Background: an optimization exercise with open tools, aiming at small area, a short achievable clock period and few clock cycles per item. Do not read the settings as production practice.
Where RTL was checked, it was by simulation tests only, not by an equivalence proof against the original.
No activity file was given, so power comes from the tool's default toggle rates.

## run 1
==> flow/design.v (excerpt) <==
module krnl_maxpool #(
  parameter int FIFO_DEPTH = 16    
) (
  input  logic                    ap_clk,
  input  logic                    areset,
  input  logic                    s_axi_control_awvalid,
  output logic                    s_axi_control_awready,
  input  maxpool_pkg::axil_addr_t s_axi_control_awaddr,
  input  logic                    s_axi_control_wvalid,
  output logic                    s_axi_control_wready,
  input  maxpool_pkg::axil_data_t s_axi_control_wdata,
  input  logic [3:0]              s_axi_control_wstrb,
  output logic                    s_axi_control_bvalid,
  input  logic                    s_axi_control_bready,
  output logic [1:0]              s_axi_control_bresp,
  input  logic                    s_axi_control_arvalid,
  output logic                    s_axi_control_arready,
  input  maxpool_pkg::axil_addr_t s_axi_control_araddr,
  output logic                    s_axi_control_rvalid,
  input  logic                    s_axi_control_rready,
  output maxpool_pkg::axil_data_t s_axi_control_rdata,
  output logic [1:0]              s_axi_control_rresp,
  output logic                    interrupt,
  input  logic                    in_tvalid,
  output logic                    in_tready,
  input  maxpool_pkg::elem_t      in_tdata,
  ...
For scale: ~170 I/O pins, roughly 15000 um2 of cells after synthesis.
==> flow/config.mk <==
export PLATFORM = sky130hd
export DESIGN_NAME = krnl_maxpool
export DESIGN_NICKNAME = krnl_maxpool
export VERILOG_FILES = /design/flow/design.v
export SDC_FILE = /design/flow/constraint.sdc
export NUM_CORES = 4
export LEC_CHECK = 0
export ABC_CLOCK_PERIOD_IN_PS = 300
export CAP_MARGIN = 20
export CORE_MARGIN = 2
export CORE_UTILIZATION = 40
export SETUP_SLACK_MARGIN = 1.5
export SLEW_MARGIN = 20
==> flow/constraint.sdc <==
create_clock -name core_clock -period 3.8 [get_ports {ap_clk}]
set_input_delay 0.7600 -clock core_clock [delete_from_list [all_inputs] [get_ports {ap_clk}]]
set_output_delay 0.7600 -clock core_clock [all_outputs]
set_load 0.01 [all_outputs]
run.sh (not shown) runs the stock make flow with config.mk's settings and CLKGATE_MAP_FILE= SYNTH_SCRIPT=/design/flow/synth_recipe.tcl, a recipe that flattens the netlist after the stock synthesis.
Changes in run 2 relative to run 1:
Settings: SETUP_SLACK_MARGIN: 1.5 -> 2.1; CTS_CLUSTER_DIAMETER: unset -> 100; ABC_CLOCK_PERIOD_IN_PS: 300 -> unset; CTS_CLUSTER_SIZE: unset -> 28.
==> flow/flow/run.sh (new file) <==
#!/bin/bash
# The standard layout, with the port buffers made from buf_4 cells instead of
# the default delay buffers. Make's full output goes to standard_flow.log.
set -euo pipefail
export BUFFER_PORTS_ARGS="-buffer_cell sky130_fd_sc_hd__buf_4"
bash standard.sh > standard_flow.log 2>&1
==> flow/standard.sh (new file) <==
#!/bin/bash
# synth_recipe.tcl (not shown) runs the flow's synth.tcl, then flattens the netlist and writes it again
# the make line also repeats each setting of config.mk as NAME=value (left out here)
make -C /OpenROAD-flow-scripts/flow DESIGN_CONFIG=/design/flow/config.mk WORK_HOME=/design/flow/orfs CLKGATE_MAP_FILE= SYNTH_SCRIPT=/design/flow/synth_recipe.tcl "${@:-finish}"
removed: flow/run.sh
## What came out
Every run in the comparison, run 2 and run 1, completed the flow with a clean layout.
Run 1 vs run 2, launching element of the worst setup path: in_tdata[15] vs u_window.run_max[13]
Between run 2 and run 1, the difference in global-route usage over all layers is negligible.
Across both runs, cell area was lower for run 2 than for run 1.
Taking run 1 as the reference, in run 2 worst-case headroom to the max-slew limit -1.6 points, first-pass GRT wire length went up by 900 um, last weighted congestion value of the routability-driven placer fell 0.019, power per cell area went down by 98 nW/um2, power consumed by the clock network lower.
Run 2 gives more combinational fraction of design power than run 1 did.
The average vias per placed instance in run 2 was higher than what run 1 gave.
Delta (run 2 minus run 1): standard cell core area stayed essentially flat; routing usage on met2 saw an increase.
For run 3, these inputs were changed with respect to run 2:
Settings: a deleted CTS_CLUSTER_DIAMETER that had been 100; a change of SETUP_SLACK_MARGIN from 2.1 to 1.5; a deleted CTS_CLUSTER_SIZE that had been 28; an added ABC_CLOCK_PERIOD_IN_PS of 1200.
==> flow/run.sh (new file) <==
#!/bin/bash
# synth_recipe.tcl (not shown) runs the flow's synth.tcl, then flattens the netlist and writes it again
# the make line also repeats each setting of config.mk as NAME=value (left out here)
make -C /OpenROAD-flow-scripts/flow DESIGN_CONFIG=/design/flow/config.mk WORK_HOME=/design/flow/orfs CLKGATE_MAP_FILE= SYNTH_SCRIPT=/design/flow/synth_recipe.tcl finish
removed: flow/flow/run.sh
removed: flow/standard.sh
--- outcome ---
- Changes observed in run 3 relative to run 2: clock latency reported for the late side of the worst-skew pair has increased, global-route met2 utilization has decreased.
- Compared run 3 vs run 2, and power density normalized to cell area is up in run 3.
- Worst setup slack for register-to-register paths in run 3 vs run 2: down 0.18 ns
- Run 3 ends up with a post-detailed-route via-to-cell ratio that is about 1.7% lower than in run 2.
- Relative to run 2, buffers plus inverters on the worst setup path has increased by 1 in run 3.
- When run 3 is set beside run 2, its combinational share of power turns out to be 5.3 points smaller.
- On wire length of the first global-routing pass, run 2 loses to run 3.
- Worst hold margin essentially unchanged between run 2 and run 3.
- Final cell area: run 3 above run 2
No run of this note included a check of the RTL's function; only the layout flow was run.

## exp/maple
krnl_maxpool again, from the RTL that the note above started with.
Settings: LEC_CHECK=0, ABC_CLOCK_PERIOD_IN_PS=1800, CAP_MARGIN=20, CORE_MARGIN=2, CORE_UTILIZATION=40, SETUP_SLACK_MARGIN=1.5, SLEW_MARGIN=20; clock period 3.8 ns.
Stock flow here: none of the scripts above is used.
Every stage of the flow completed for exp/maple, and the final layout passed the timing, DRC and antenna checks.
Changes in exp/quartz relative to exp/maple:
- ABC_CLOCK_PERIOD_IN_PS: 1800 -> unset
### Flow results
exp/quartz vs. exp/maple: global-route usage level; clock-cell share of area level.
Global-route wire length before repair: exp/quartz vs exp/maple identical
exp/quartz and exp/maple ended up with nearly the same global-route met2 utilization.
Here is what was changed in the inputs of exp/tundra compared with exp/quartz.
- changing SETUP_SLACK_MARGIN from 1.5 to 1.0
Notes after the runs:
Compared with exp/quartz, in exp/tundra combinational power share dropped 0.6 points, final worst slack fell 0.032 ns, number of cells on the worst hold path essentially unchanged, wire length of the first global-routing pass down 4.0%, maximum frequency went down by 1.2%.
exp/tundra vs exp/quartz, fraction of met2 tracks used by global routing went down by 1.3 points.
Hold slack across exp/quartz and exp/tundra: no real change.
Between exp/quartz and exp/tundra, the flow reports total length of routed met2 wires decreasing by a little under 10%.
Via count in exp/tundra vs exp/quartz: down 0.60%
No run of this note included a check of the RTL's function; only the layout flow was run.

== amber ==
krnl_maxpool, a different RTL version from the one above (not shown whole).
Size in the first run: roughly 570 flip-flops, ~170 I/O pins, about 0.016 mm² of cells after synthesis.
==> flow/config.mk <==
export PLATFORM = sky130hd
export DESIGN_NAME = krnl_maxpool
export DESIGN_NICKNAME = krnl_maxpool
export VERILOG_FILES = /design/flow/design.v
export SDC_FILE = /design/flow/constraint.sdc
export NUM_CORES = 4
export LEC_CHECK = 0
export CAP_MARGIN = 20
export CORE_MARGIN = 2
export CORE_UTILIZATION = 40
export SLEW_MARGIN = 20
==> flow/constraint.sdc <==
create_clock -name core_clock -period 3.8 [get_ports {ap_clk}]
set_input_delay 0.7600 -clock core_clock [delete_from_list [all_inputs] [get_ports {ap_clk}]]
set_output_delay 0.7600 -clock core_clock [all_outputs]
set_load 0.01 [all_outputs]
The following lists how violet was set up differently from amber:
Settings: SETUP_SLACK_MARGIN: unset -> 1.5.
==> comparison <==
Part of the cycle the worst path needs (violet over amber): decrease, 15 points. Looking only at TritonCTS buffer count, and setting everything else aside, the higher value of amber and violet goes to violet. The higher total power of amber and violet is in violet. Compared with amber, in violet first-iteration DRC count climbed 7.0%; clock share of power went up by 1.1 points; sequential share of cell area dropped 2.0 points. When the final numbers for amber and violet were put side by side, the worst-case hold slack turned out to be greater in amber. Compared with amber, violet shows a higher number of buffers inserted by post-CTS setup repair.
Edits applied to the flow inputs when going from violet to ember:
Settings: ABC_CLOCK_PERIOD_IN_PS now 1500, previously not set; SETUP_SLACK_MARGIN now 2.0, was 1.5.
[summary]
When ember is set beside violet, its number of standard cells in the layout, taps in and fillers out turns out to be 62 larger. In terms of combined flip-flop and latch cell area, violet and ember differ only marginally. Relative to violet, the cell area measured on ember has increased by a few percent. Min reg-to-reg setup timing slack across ember and violet: ember. ember: total number of cells along the worst setup path 1 above violet. The higher overall fraction of global-route tracks in use came out of ember. Timing startpoint of the critical path = in_tdata[24]: violet; timing startpoint of the critical path = in_tdata[17]: ember.
Function was not checked in any run of this note: the RTL went through the layout flow alone.

Another version of the RTL of krnl_maxpool (not shown whole).
Size: roughly 1200 cells after synthesis, roughly 620 flip-flops, ~18000 µm² of cells after synthesis.
==> flow/design.v (excerpt) <==
module krnl_maxpool #(
  parameter int FIFO_DEPTH = 16    
) (
  input  logic                    ap_clk,
  input  logic                    areset,
  input  logic                    s_axi_control_awvalid,
  output logic                    s_axi_control_awready,
  input  maxpool_pkg::axil_addr_t s_axi_control_awaddr,
  input  logic                    s_axi_control_wvalid,
  output logic                    s_axi_control_wready,
  input  maxpool_pkg::axil_data_t s_axi_control_wdata,
  input  logic [3:0]              s_axi_control_wstrb,
  output logic                    s_axi_control_bvalid,
  input  logic                    s_axi_control_bready,
  output logic [1:0]              s_axi_control_bresp,
  input  logic                    s_axi_control_arvalid,
  output logic                    s_axi_control_arready,
  input  maxpool_pkg::axil_addr_t s_axi_control_araddr,
  output logic                    s_axi_control_rvalid,
  input  logic                    s_axi_control_rready,
  output maxpool_pkg::axil_data_t s_axi_control_rdata,
  output logic [1:0]              s_axi_control_rresp,
  output logic                    interrupt,
  input  logic                    in_tvalid,
  output logic                    in_tready,
  input  maxpool_pkg::elem_t      in_tdata,
  output logic                    out_tvalid,
  input  logic                    out_tready,
  output maxpool_pkg::elem_t      out_tdata
);
==> flow/config.mk <==
export PLATFORM = sky130hd
export DESIGN_NAME = krnl_maxpool
export DESIGN_NICKNAME = krnl_maxpool
export VERILOG_FILES = /design/flow/design.v
export SDC_FILE = /design/flow/constraint.sdc
export NUM_CORES = 4
export LEC_CHECK = 0
export CAP_MARGIN = 20
export CORE_MARGIN = 2
export CORE_UTILIZATION = 40
export CTS_CLUSTER_DIAMETER = 100
export CTS_CLUSTER_SIZE = 28
export SETUP_SLACK_MARGIN = 2.5
export SLEW_MARGIN = 20
==> flow/constraint.sdc <==
create_clock -name core_clock -period 3.8 [get_ports {ap_clk}]
set_input_delay 0.7600 -clock core_clock [delete_from_list [all_inputs] [get_ports {ap_clk}]]
set_output_delay 0.7600 -clock core_clock [all_outputs]
set_load 0.01 [all_outputs]
standard.sh (not shown) runs the stock make flow with config.mk's settings and CLKGATE_MAP_FILE= SYNTH_SCRIPT=/design/flow/synth_recipe.tcl, a recipe that flattens the netlist after the stock synthesis.
==> flow/flow/run.sh <==
#!/bin/bash
# The standard layout, with the port buffers made from buf_4 cells instead of
# the default delay buffers. Make's full output goes to standard_flow.log.
set -euo pipefail
export BUFFER_PORTS_ARGS="-buffer_cell sky130_fd_sc_hd__buf_4"
bash standard.sh > standard_flow.log 2>&1
Testbench counts at the start, summed over its fixed seeds: cycles 8,364, items 2,035.
Then changed:
Settings changed: CORE_UTILIZATION 40 to 60, SETUP_SLACK_MARGIN 2.5 to 1.5.
- sequential share of layout area came out higher by 5.7 points
- routed wire length falls by 15%
- synthesized cell count is unchanged
- non-clock buffer count shrinks by 59
- combinational power goes down by 37%
- hold slack gets worse by 0.018 ns
- die area goes down by 33%
- first-iteration DRC count rises by 26%

v16:
RTL: one of the versions met above, not the one the previous note started from.
For scale: ~1100 cells after synthesis.
==> flow/config.mk <==
export PLATFORM = sky130hd
export DESIGN_NAME = krnl_maxpool
export DESIGN_NICKNAME = krnl_maxpool
export VERILOG_FILES = /design/flow/design.v
export SDC_FILE = /design/flow/constraint.sdc
export NUM_CORES = 4
export LEC_CHECK = 0
export CAP_MARGIN = 20
export CORE_MARGIN = 2
export CORE_UTILIZATION = 40
export CTS_CLUSTER_DIAMETER = 100
export CTS_CLUSTER_SIZE = 28
export SETUP_SLACK_MARGIN = 1.5
export SLEW_MARGIN = 20
==> flow/constraint.sdc <==
create_clock -name core_clock -period 3.8 [get_ports {ap_clk}]
set_input_delay 0.7600 -clock core_clock [delete_from_list [all_inputs] [get_ports {ap_clk}]]
set_output_delay 0.7600 -clock core_clock [all_outputs]
set_load 0.01 [all_outputs]
Scripts as last shown in full above: flow/flow/run.sh
The inputs of v49 differ from those of v16 as listed below.
- CTS_CLUSTER_SIZE removed (was 28)
- CTS_CLUSTER_DIAMETER removed (was 100)
### Flow results
- Looking only at design area, and setting everything else aside, the higher value of v16 and v49 goes to v49.
- Looking only at global-route usage, and setting everything else aside, the lower value of v16 and v49 goes to v16.
- Looking at v16 and v49, the sequential power is a wash.
- v49 ends up with a post-route fraction of the period consumed by the critical path that is 0.19 points higher than in v16.
Changes in v43 relative to v49:
- CTS_CLUSTER_SIZE newly set to 28
- CTS_CLUSTER_DIAMETER newly set to 100
==> flow/run.sh (new file) <==
#!/bin/bash
# synth_recipe.tcl (not shown) runs the flow's synth.tcl, then flattens the netlist and writes it again
# the make line also repeats each setting of config.mk as NAME=value (left out here)
make -C /OpenROAD-flow-scripts/flow DESIGN_CONFIG=/design/flow/config.mk WORK_HOME=/design/flow/orfs CLKGATE_MAP_FILE= SYNTH_SCRIPT=/design/flow/synth_recipe.tcl finish
removed: flow/flow/run.sh
removed: flow/standard.sh
### Flow results
- Register fraction of the total cell area on v43 is up relative to v49.
- Compare v49 and v43 | share of power burned in the clock network higher: v49
- Run comparison: v43 critical path endpoint u_window.run_max[5]; v49 critical path endpoint u_window.run_max[19]
- Diff v49 -> v43 | switching share of total power | increase of 0.97 points
- Of v49 and v43, the higher fraction of area in multi-input gates belongs to v43.
- Between v43 and v49, it is v43 whose count of vias placed by the detailed router is lower, by 2.5%.
No functional check of the RTL was part of any run of this note.

job 181:
Another version of the RTL of krnl_maxpool (not shown whole).
Size: about 1200 cells after synthesis, roughly 620 flip-flops, ~170 I/O pins.
clock: 3.8 ns
lec_check: 0
cap_margin: 20
core_margin: 2
core_utilization: 40
cts_cluster_diameter: 100
cts_cluster_size: 28
setup_slack_margin: 1.7
slew_margin: 20
==> flow/flow/run.sh <==
#!/bin/bash
# The standard layout, with the port buffers made from buf_2 cells instead of
# the default delay buffers. Make's full output goes to standard_flow.log.
set -euo pipefail
export BUFFER_PORTS_ARGS="-buffer_cell sky130_fd_sc_hd__buf_2"
bash standard.sh > standard_flow.log 2>&1
Testbench counts of job 181, summed over its fixed seeds: cycles 8,364, items 2,035.
Setup changes, job 181 to job 2607
Settings: a change of SETUP_SLACK_MARGIN from 1.7 to 2.0.
Findings:
- Per the comparison of job 2607 with job 181, non-clock buffer count climbed 47; final cell count now larger; clock skew moved down; minimum clock period decreased 0.043 ns; fraction of power consumed by combinational cells has increased.
- | placement-stage worst setup slack | job 2607 vs job 181 | better |
- Job 2607 vs job 181 on share of the cycle needed by the critical path after routing: job 2607 is the lower one.
- Comparing count of vias placed by the detailed router for job 2607 and job 181, the smaller number came from job 181.
- Against job 181, final design instance area without fill in job 2607 came out worse.
- Job 2607: critical path depth is 6 lower than what job 181 reported.
Input changes introduced in job 4909 (baseline for comparison: job 2607):
Settings: changing SETUP_SLACK_MARGIN from 2.0 to 1.8.
## What came out
Job 4909 went all the way through the flow, and no timing, DRC or antenna check failed.
Changes observed in job 4909 relative to job 2607: worst supply voltage drop on vdd fell by about 8%; setup slack shows an increase of 0.022 ns; setup slack after placement decreased by 0.0063 ns relative to the old numbers; cell area now sits lower; met1 routing resource usage after global routing went down by 0.63 points.
Global-route track usage on met2 ended up 1.2 points lower on job 4909 than on job 2607.
On final cell count without fillers: between job 4909 and job 2607, it ends up higher for job 2607.
Compared with job 2607, job 4909 is more frugal on power.
Job 4909 packs its core more loosely than job 2607.
The inputs of job 4801 differ from those of job 4909 as listed below.
Settings: changing CTS_CLUSTER_DIAMETER from 100 to 80; changing CTS_CLUSTER_SIZE from 28 to 36.
- Comparing job 4909 and job 4801, the lower switching power of the nets is on job 4909.
- Higher area overhead of the layout relative to synthesis among job 4909 and job 4801: job 4801
- The fmax of job 4801 falls short of that of job 4909 by 0.86%.
- Row fraction of power consumed by the clock network: job 4801 higher / job 4909 lower
- Of the two candidates, job 4909 has the better routed wire length and job 4801 the worse one.
- Clock period minus final worst setup slack delta for job 4801 relative to job 4909: 0.017 ns higher
- From job 4909 to job 4801 the numbers moved as follows: final cycle utilization of the critical path +0.44 points; area taken by multi-input logic gates +about 0.9%; post-CTS setup repair buffer count -1.
Modified inputs, job 3708 compared to job 4801
Settings: changing CTS_CLUSTER_SIZE from 36 to 28; changing CTS_CLUSTER_DIAMETER from 80 to 100.
==> flow/flow/run.sh <==
#!/bin/bash
# The standard layout, with the port buffers made from buf_4 cells instead of
# the default delay buffers. Make's full output goes to standard_flow.log.
set -euo pipefail
export BUFFER_PORTS_ARGS="-buffer_cell sky130_fd_sc_hd__buf_4"
bash standard.sh > standard_flow.log 2>&1
Notes after the runs:
- For the sequential share of layout area, job 3708 came in 0.62 points lower than job 4801 did.
- Any difference in cell count between job 3708 and job 4801 is small enough to ignore.
- Job 3708 ended up with u_out_fifo.count[0] as its critical path launch point; job 4801 ended up with u_out_fifo.count[1].
- Total power: job 3708 below job 4801
- [job 3708] combinational cell fraction of total power rose 1.2 points relative to job 4801

what the ideal ports hide:
The flow's constraints put no driver on any port. The routed layouts listed below were extracted and timed again, unchanged, in two steps.
Step 1 assumes that a clkbuf_16 drives the clock port and a buf_2 every other input.
Step 2, shift: input delay + t, output delay - t, t = (earliest + latest rising clock arrival at the registers) / 2. This alone moves slack from input paths to output paths.
a / b / c = ideal ports / drivers / drivers and shift; a / b = the first two.
run | t (ns) | setup slack, ns | cell pins on the clock port's net
run 1 | 0.627 | 1.060 / 1.087 / 0.460 | 1
run 2 | 0.599 | 1.267 / 1.267 / 0.812 | 1
run 3 | 0.627 | 1.060 / 1.087 / 0.460 | 1
exp/maple | 0.627 | 1.060 / 1.087 / 0.460 | 1
exp/quartz | 0.627 | 1.060 / 1.087 / 0.460 | 1
exp/tundra | 0.612 | 1.027 / 1.052 / 0.440 | 1
amber | 0.617 | 0.564 / 0.590 / -0.027 | 1
violet | 0.640 | 1.153 / 1.173 / 0.533 | 1
ember | 0.629 | 0.990 / 1.014 / 0.384 | 1
the first run of note 4 | 0.629 | 1.744 / 1.744 / 1.220 | 1
the second run of note 4 | 0.601 | 1.634 / 1.634 / 1.222 | 1
v16 | 0.597 | 1.203 / 1.203 / 0.712 | 1
v49 | 0.615 | 1.195 / 1.195 / 0.750 | 1
v43 | 0.600 | 1.022 / 1.047 / 0.448 | 1
job 181 | 0.630 | 1.797 / 1.769 / 1.308 | 1
job 2607 | 0.633 | 1.839 / 1.786 / 1.448 | 1
job 4909 | 0.634 | 1.861 / 1.809 / 1.412 | 1
job 4801 | 0.651 | 1.844 / 1.798 / 1.441 | 1
job 3708 | 0.628 | 1.871 / 1.826 / 1.448 | 1
Met with ideal ports but missed after step 2: setup timing in amber. For violet, which loses most, drivers alone change the setup slack by +0.020 ns; drivers and shift together by -0.620 ns.
